Context: an optimization exercise on an open-source flow, tuned for small area. The choices shown serve that exercise and are no tape-out recipe. Where RTL was checked, it was by simulation tests only, not by an equivalence proof against the original.

==> trial 80 <==
==> flow/design.v <==
module sisc_mc_core #(
  parameter int DATA_W = 32,
  parameter int REG_AW = 4
) (
  input  logic              clk,
  input  logic              rst,
  input  logic [31:0]       ir,
  input  logic              ir_valid,
  output logic              ir_ready,
  output logic              busy,
  output logic              halted,
  output logic [3:0]        stat,
  output logic              illegal,
  input  logic [REG_AW-1:0] dbg_addr,
  output logic [DATA_W-1:0] dbg_data
);
  localparam int NREG = 2 ** REG_AW;
  localparam int SW   = $clog2(DATA_W);
  localparam int MSB  = DATA_W - 1;
  typedef logic [DATA_W-1:0] word_t;
  logic [2:0]  state_r;
  logic        sIdle, sDec, sExe, sWb;
  assign sIdle = (state_r == 3'b000);
  assign sDec  = (state_r == 3'b001);
  assign sExe  = (state_r == 3'b011);
  assign sWb   = (state_r == 3'b010);
  assign ir_ready = sIdle;
  assign busy     = state_r[0] | state_r[1];
  assign halted   = state_r[2];
  logic [3:0]  op_r, mm_r, rd_r, rs_r;
  logic [15:0] imm_r;
  always_ff @(posedge clk) begin
    if (sIdle) begin
      op_r  <= ir[31:28];
      mm_r  <= ir[27:24];
      rd_r  <= ir[23:20];
      rs_r  <= ir[19:16];
      imm_r <= ir[15:0];
    end
  end
  always_ff @(posedge clk or posedge rst) begin
    if (rst) begin
      state_r <= 3'b000;
    end else begin
      case (state_r)
        3'b000:  state_r <= ir_valid ? 3'b001 : 3'b000;
        3'b001:  state_r <= (op_r == 4'hF) ? 3'b100 : 3'b011;
        3'b011:  state_r <= 3'b010;
        3'b010:  state_r <= 3'b000;
        3'b100:  state_r <= 3'b100;
        default: state_r <= 3'b000;
      endcase
    end
  end
  word_t           regData_r [1:NREG-1];
  logic [NREG-1:0] regValid_r;
  logic [NREG-1:0]   dbgSel_s, rSel_s;
  logic [REG_AW-1:0] rAddr_s;
  word_t             rData_s;
  assign rAddr_s = sWb ? imm_r[15:12] : rs_r;
  always_comb begin
    for (int k = 0; k < NREG; k++) begin
      dbgSel_s[k] = (dbg_addr == k) && regValid_r[k];
      rSel_s[k]   = (rAddr_s == k) && regValid_r[k];
    end
    dbg_data = '0;
    rData_s  = '0;
    for (int k = 1; k < NREG; k++) begin
      dbg_data = dbg_data | (regData_r[k] & {DATA_W{dbgSel_s[k]}});
      rData_s  = rData_s | (regData_r[k] & {DATA_W{rSel_s[k]}});
    end
  end
  word_t opA_r;
  always_ff @(posedge clk) begin
    opA_r <= rData_s;
  end
  logic  isAlu, legal;
  word_t A, B, aluRes_s;
  logic  aluC_s, aluV_s;
  logic [SW-1:0]   shAmt_s;
  assign isAlu = (op_r == 4'h1) || (op_r == 4'h2);
  assign legal = isAlu && (mm_r >= 4'h1) && (mm_r <= 4'h8);
  assign A = opA_r;
  assign B = (op_r == 4'h2) ? word_t'($signed(imm_r)) : rData_s;
  assign shAmt_s = B[SW-1:0];
  logic  isSub, isShl;
  word_t bx, aRev, shIn, shOut, shOutRev;
  logic [DATA_W:0] sum_s, shWide_s;
  function automatic word_t rev(input word_t x);
    for (int i = 0; i < DATA_W; i++) rev[i] = x[DATA_W-1-i];
  endfunction
  assign isSub = (mm_r == 4'h2);
  assign isShl = (mm_r == 4'h7);
  assign bx    = B ^ {DATA_W{isSub}};
  assign sum_s = {1'b0, A} + {1'b0, bx} + {{DATA_W{1'b0}}, isSub};
  assign shIn  = isShl ? rev(A) : A;
  assign shWide_s = {shIn, 1'b0} >> shAmt_s;
  assign shOut = shWide_s[DATA_W:1];
  assign shOutRev = rev(shOut);
  always_comb begin
    aluRes_s = '0;
    aluC_s   = 1'b0;
    aluV_s   = 1'b0;
    case (mm_r)
      4'h1, 4'h2: begin
        aluRes_s = sum_s[DATA_W-1:0];
        aluC_s   = sum_s[DATA_W];
        aluV_s   = (A[MSB] == bx[MSB]) && (aluRes_s[MSB] != A[MSB]);
      end
      4'h3: aluRes_s = A & B;
      4'h4: aluRes_s = A | B;
      4'h5: aluRes_s = A ^ B;
      4'h6: aluRes_s = ~A;
      4'h7: begin
        aluRes_s = shOutRev;
        aluC_s   = shWide_s[0];
      end
      4'h8: begin
        aluRes_s = shOut;
        aluC_s   = shWide_s[0];
      end
      default: ;
    endcase
  end
  logic commit;
  assign commit  = sWb && legal;
  assign illegal = sWb && !legal && (op_r != 4'h0);
  always_ff @(posedge clk or posedge rst) begin
    if (rst) begin
      regValid_r <= '0;
    end else if (commit && (rd_r != '0)) begin
      regValid_r[rd_r] <= 1'b1;
    end
  end
  always_ff @(posedge clk) begin
    if (commit && (rd_r != '0)) begin
      regData_r[rd_r] <= aluRes_s;
    end
  end
  logic [3:0] stat_r;
  always_ff @(posedge clk or posedge rst) begin
    if (rst) begin
      stat_r <= 4'h0;
    end else if (commit) begin
      stat_r <= {aluC_s, aluV_s, aluRes_s[MSB], (aluRes_s == '0)};
    end
  end
  assign stat = stat_r;
endmodule
==> flow/run.sh <==
#!/bin/bash
# synth_recipe.tcl (not shown) runs the flow's synth.tcl, then flattens the netlist and writes it again
# the make line also repeats each setting of config.mk as NAME=value (left out here)
make -C /OpenROAD-flow-scripts/flow DESIGN_CONFIG=/design/flow/config.mk WORK_HOME=/design/flow/orfs CLKGATE_MAP_FILE= SYNTH_SCRIPT=/design/flow/synth_recipe.tcl finish
==> flow/config.mk <==
export PLATFORM = sky130hd
export DESIGN_NAME = sisc_mc_core
export DESIGN_NICKNAME = sisc_mc_core
export VERILOG_FILES = /design/flow/design.v
export SDC_FILE = /design/flow/constraint.sdc
export NUM_CORES = 4
export LEC_CHECK = 0
export CAP_MARGIN = 20
export CORE_MARGIN = 2
export CORE_UTILIZATION = 30
export SLEW_MARGIN = 20
==> flow/constraint.sdc <==
create_clock -name core_clock -period 10.0 [get_ports {clk}]
set_input_delay 2.0000 -clock core_clock [delete_from_list [all_inputs] [get_ports {clk}]]
set_output_delay 2.0000 -clock core_clock [all_outputs]
set_load 0.01 [all_outputs]
==> inputs of trial 7, as changes to trial 80 <==
--- a/flow/design.v
+++ b/flow/design.v
@@ -55,19 +55,14 @@
   word_t           regData_r [1:NREG-1];
   logic [NREG-1:0] regValid_r;
-  logic [NREG-1:0]   dbgSel_s, rSel_s;
+  always_comb begin
+    dbg_data = regData_r[(dbg_addr == '0) ? REG_AW'(1) : dbg_addr];
+    if (!regValid_r[dbg_addr]) dbg_data = '0;
+  end
   logic [REG_AW-1:0] rAddr_s;
   word_t             rData_s;
   assign rAddr_s = sWb ? imm_r[15:12] : rs_r;
   always_comb begin
-    for (int k = 0; k < NREG; k++) begin
-      dbgSel_s[k] = (dbg_addr == k) && regValid_r[k];
-      rSel_s[k]   = (rAddr_s == k) && regValid_r[k];
-    end
-    dbg_data = '0;
-    rData_s  = '0;
-    for (int k = 1; k < NREG; k++) begin
-      dbg_data = dbg_data | (regData_r[k] & {DATA_W{dbgSel_s[k]}});
-      rData_s  = rData_s | (regData_r[k] & {DATA_W{rSel_s[k]}});
-    end
+    rData_s = regData_r[(rAddr_s == '0) ? REG_AW'(1) : rAddr_s];
+    if (!regValid_r[rAddr_s]) rData_s = '0;
   end
   word_t opA_r;
==> inputs of trial 6, as changes to trial 80 <==
==> flow/design.v (replaced) <==
module sisc_mc_core #(
  parameter int DATA_W = 32,
  parameter int REG_AW = 4
) (
  input  logic              clk,
  input  logic              rst,
  input  logic [31:0]       ir,
  input  logic              ir_valid,
  output logic              ir_ready,
  output logic              busy,
  output logic              halted,
  output logic [3:0]        stat,
  output logic              illegal,
  input  logic [REG_AW-1:0] dbg_addr,
  output logic [DATA_W-1:0] dbg_data
);
  localparam int NREG = 2 ** REG_AW;
  localparam int SW   = $clog2(DATA_W);
  localparam int MSB  = DATA_W - 1;
  typedef logic [DATA_W-1:0] word_t;
  logic [2:0] state_r;
  logic       sIdle, sDec, sExe, sWb;
  assign sIdle = ~(state_r[2] | state_r[1] | state_r[0]);
  assign sDec  = ~state_r[1] & state_r[0];
  assign sExe  = state_r[1] & state_r[0];
  assign sWb   = state_r[1] & ~state_r[0];
  assign ir_ready = sIdle;
  assign busy     = state_r[1] | state_r[0];
  assign halted   = state_r[2];
  logic [3:0]  rd_r, rs_r;
  logic [15:0] imm_r;
  logic [2:0]  m_r;
  logic        legal_r, isImm_r, halt_r, nop_r;
  logic [3:0]  irOp, irMm;
  assign irOp = ir[31:28];
  assign irMm = ir[27:24];
  always_ff @(posedge clk) begin
    if (sIdle) begin
      rd_r    <= ir[23:20];
      rs_r    <= ir[19:16];
      imm_r   <= ir[15:0];
      m_r     <= irMm[2:0];
      legal_r <= ((irOp == 4'h1) || (irOp == 4'h2)) && (irMm >= 4'h1) && (irMm <= 4'h8);
      isImm_r <= (irOp == 4'h2);
      halt_r  <= (irOp == 4'hF);
      nop_r   <= (irOp == 4'h0);
    end
  end
  always_ff @(posedge clk or posedge rst) begin
    if (rst) begin
      state_r <= 3'b000;
    end else begin
      case (state_r)
        3'b000:  state_r <= ir_valid ? 3'b001 : 3'b000;
        3'b001:  state_r <= halt_r ? 3'b100 : 3'b011;
        3'b011:  state_r <= 3'b010;
        3'b010:  state_r <= 3'b000;
        3'b100:  state_r <= 3'b100;
        default: state_r <= 3'b000;
      endcase
    end
  end
  logic fAdd, fSub, fAnd, fOr, fNot, fShl, fShr;
  assign fAdd = (m_r == 3'd1);
  assign fSub = (m_r == 3'd2);
  assign fAnd = (m_r == 3'd3);
  assign fOr  = (m_r == 3'd4);
  assign fNot = (m_r == 3'd6);
  assign fShl = (m_r == 3'd7);
  assign fShr = (m_r == 3'd0);
  logic bZero;      
  assign bZero = fNot | fShl | fShr;
  word_t           regData_r [1:NREG-1];
  logic [NREG-1:1] regValid_r;
  logic [NREG-1:0] valid_s;
  assign valid_s = {regValid_r, 1'b0};
  always_comb begin
    dbg_data = '0;
    for (int k = 1; k < NREG; k++)
      dbg_data = dbg_data | (regData_r[k] & {DATA_W{(dbg_addr == k) && valid_s[k]}});
  end
  logic [3:0] rAddr_s;
  logic       immEn_s;
  word_t      immX_s, rData_s;
  assign rAddr_s = sExe ? rs_r : ((isImm_r || (sWb && bZero)) ? 4'h0 : imm_r[15:12]);
  assign immEn_s = isImm_r && !sExe && !(sWb && bZero);
  assign immX_s  = word_t'($signed(imm_r)) & {DATA_W{immEn_s}};
  always_comb begin
    rData_s = immX_s;
    for (int k = 1; k < NREG; k++)
      rData_s = rData_s | (regData_r[k] & {DATA_W{(rAddr_s == k) && valid_s[k]}});
  end
  logic [SW-1:0]   amt_r;
  word_t           opA_r;
  logic            shC_r;
  logic [DATA_W+1:0] shV_s;
  always_comb begin
    shV_s = {1'b0, rData_s, 1'b0};
    for (int k = 0; k < SW; k++) begin
      if (fShl && amt_r[k])      shV_s = shV_s << (1 << k);
      else if (fShr && amt_r[k]) shV_s = shV_s >> (1 << k);
    end
  end
  always_ff @(posedge clk) begin
    amt_r <= rData_s[SW-1:0];
    opA_r <= shV_s[DATA_W:1];
    shC_r <= shV_s[DATA_W+1] | shV_s[0];
  end
  logic       inv_s, selSum, cG, selAnd;
  word_t      A, bx, p, g, res_s;
  logic [DATA_W:0] c;
  word_t      cx;
  assign inv_s  = fSub | fNot;
  assign selSum = fAdd | fSub;
  assign cG     = fAnd | fOr;
  assign selAnd = fAnd;
  assign A  = opA_r;
  assign bx = rData_s ^ {DATA_W{inv_s}};
  assign p  = A ^ bx;
  assign g  = A & bx;
  always_comb begin
    c[0] = fSub;
    for (int i = 0; i < DATA_W; i++) c[i+1] = g[i] | (p[i] & c[i]);
  end
  assign cx    = (c[DATA_W-1:0] & {DATA_W{selSum}}) | (g & {DATA_W{cG}}) | (p & {DATA_W{selAnd}});
  assign res_s = p ^ cx;
  logic aluC, aluV;
  assign aluC = selSum ? c[DATA_W] : ((fShl | fShr) & shC_r);
  assign aluV = selSum & (c[DATA_W] ^ c[DATA_W-1]);
  logic commit;
  assign commit  = sWb && legal_r;
  assign illegal = sWb && !legal_r && !nop_r;
  always_ff @(posedge clk or posedge rst) begin
    if (rst) begin
      regValid_r <= '0;
    end else begin
      for (int k = 1; k < NREG; k++)
        if (commit && (rd_r == k)) regValid_r[k] <= 1'b1;
    end
  end
  always_ff @(posedge clk) begin
    for (int k = 1; k < NREG; k++)
      if (commit && (rd_r == k)) regData_r[k] <= res_s;
  end
  logic [3:0] stat_r;
  always_ff @(posedge clk or posedge rst) begin
    if (rst) begin
      stat_r <= 4'h0;
    end else if (commit) begin
      stat_r <= {aluC, aluV, res_s[MSB], (res_s == '0)};
    end
  end
  assign stat = stat_r;
endmodule
ABC_AREA = 1   (was default)
==> flow_summary.yaml <==
cells_and_area:
  layout_commonest_cell: "nand2_1"
  flops_and_latches: 571
  dominant_cells: "flip-flops and latches"
  final_cell_area_um2: 32600
  buffers: 202
  n_all_inverters: 320
  clkbuf_count: 67
  multi_input_area_share: 0.296
detailed_routing:
  drt_iter0_drc: 3291
clock_tree:
  cts_buffers: 58
logic_synthesis:
  synth-simple-area-share: 0.156
  async_reset_ff_frac: 0.0385
  synthXorXnorAreaFrac: 0.0123
  synth_edf_count: 511
global_routing:
  use_met3: 0.0476
placed_design:
  pre_cts_slack_ns: 1.17
outcome:
  status: "no timing/DRC/antenna violations"
worst_setup_path:
  reg2reg_slack_ns: 0.93
timing:
  fin_ws_ns: 0.935
floorplan:
  die_height_um: 308
The numbers above come from trial 6.

==> flow_summary.yaml <==
worst_setup_path:
  cpMaxStageDelayCell: "o311ai_0"
  path_delay_family: "compound AO/OA/AOI/OAI gates"
power_and_ir_drop:
  p_sw_w: 0.00743
  intPower_w: 0.00760
cells_and_area:
  clkbuf_count: 83
  final_cell_area_um2: 40000
  n_all_inverters: 117
  buffers: 178
  flops_and_latches: 567
  layout_commonest_cell: "edfxtp_1"
  dominant_cells: "multi-input gates"
detailed_routing:
  dr_wl_met3_mm: 12.0
  drt_iter0_drc: 3335
placed_design:
  pre_cts_slack_ns: 0.964
logic_synthesis:
  synth_edf_count: 512
  async_reset_ff_frac: 0.0406
  synth-simple-area-share: 0.131
  synthXorXnorAreaFrac: 0.0144
timing:
  fin_ws_ns: 0.872
outcome:
  status: "no timing/DRC/antenna violations"
clock_tree:
  cts-htree-levels: 3
The numbers above come from trial 7.

==> flow_summary.yaml <==
floorplan:
  die_height_um: 323
outcome:
  status: "no timing/DRC/antenna violations"
cells_and_area:
  multi_input_area_share: 0.372
  flops_and_latches: 566
  n_all_inverters: 86
  clkbuf_count: 73
  buffers: 157
  final_cell_area_um2: 35000
  layout_commonest_cell: "edfxtp_1"
  dominant_cells: "flip-flops and latches"
logic_synthesis:
  synthXorXnorAreaFrac: 0.0152
  synth_edf_count: 512
  async_reset_ff_frac: 0.0389
detailed_routing:
  drt_iter0_drc: 5383
global_routing:
  use_met3: 0.0618
worst_setup_path:
  reg2reg_slack_ns: 2.17
timing:
  fin_ws_ns: 2.17
clock_tree:
  cts_buffers: 60
The numbers above come from trial 80.

The RTL of trial 7 and trial 6 was laid out without a check of its function.

==> separate check: timing with driven ports <==
No port has a modelled driver above. Below, the same layouts with a new extraction and two added sets of constraints.
Step 1 sets driving cells, clkbuf_16 on the clock port and buf_2 on the other inputs (assumed; they add their load-dependent delay and slew).
Step 2 also shifts input and output timing later by t, the mid clock arrival at the registers, as if the neighbouring blocks saw the same clock.
Three values: ideal ports, drivers, drivers and shift; two values: the first two.
| run | t (ns) | slack for setup (ns) | worst hold slack (ns) | slew at the worst register clock pin (ns) |
|---|---|---|---|---|
| trial 80 | 0.713 | 2.173 / 2.173 / 2.173 | 0.493 / 0.493 / 0.493 | 0.07 / 0.07 |
| trial 7 | 0.704 | 0.872 / 0.872 / 0.872 | 0.440 / 0.440 / 0.440 | 0.07 / 0.07 |
| trial 6 | 0.697 | 0.935 / 0.935 / 0.935 | 0.493 / 0.493 / 0.493 | 0.07 / 0.07 |
After both steps setup and hold are still met in every run listed.
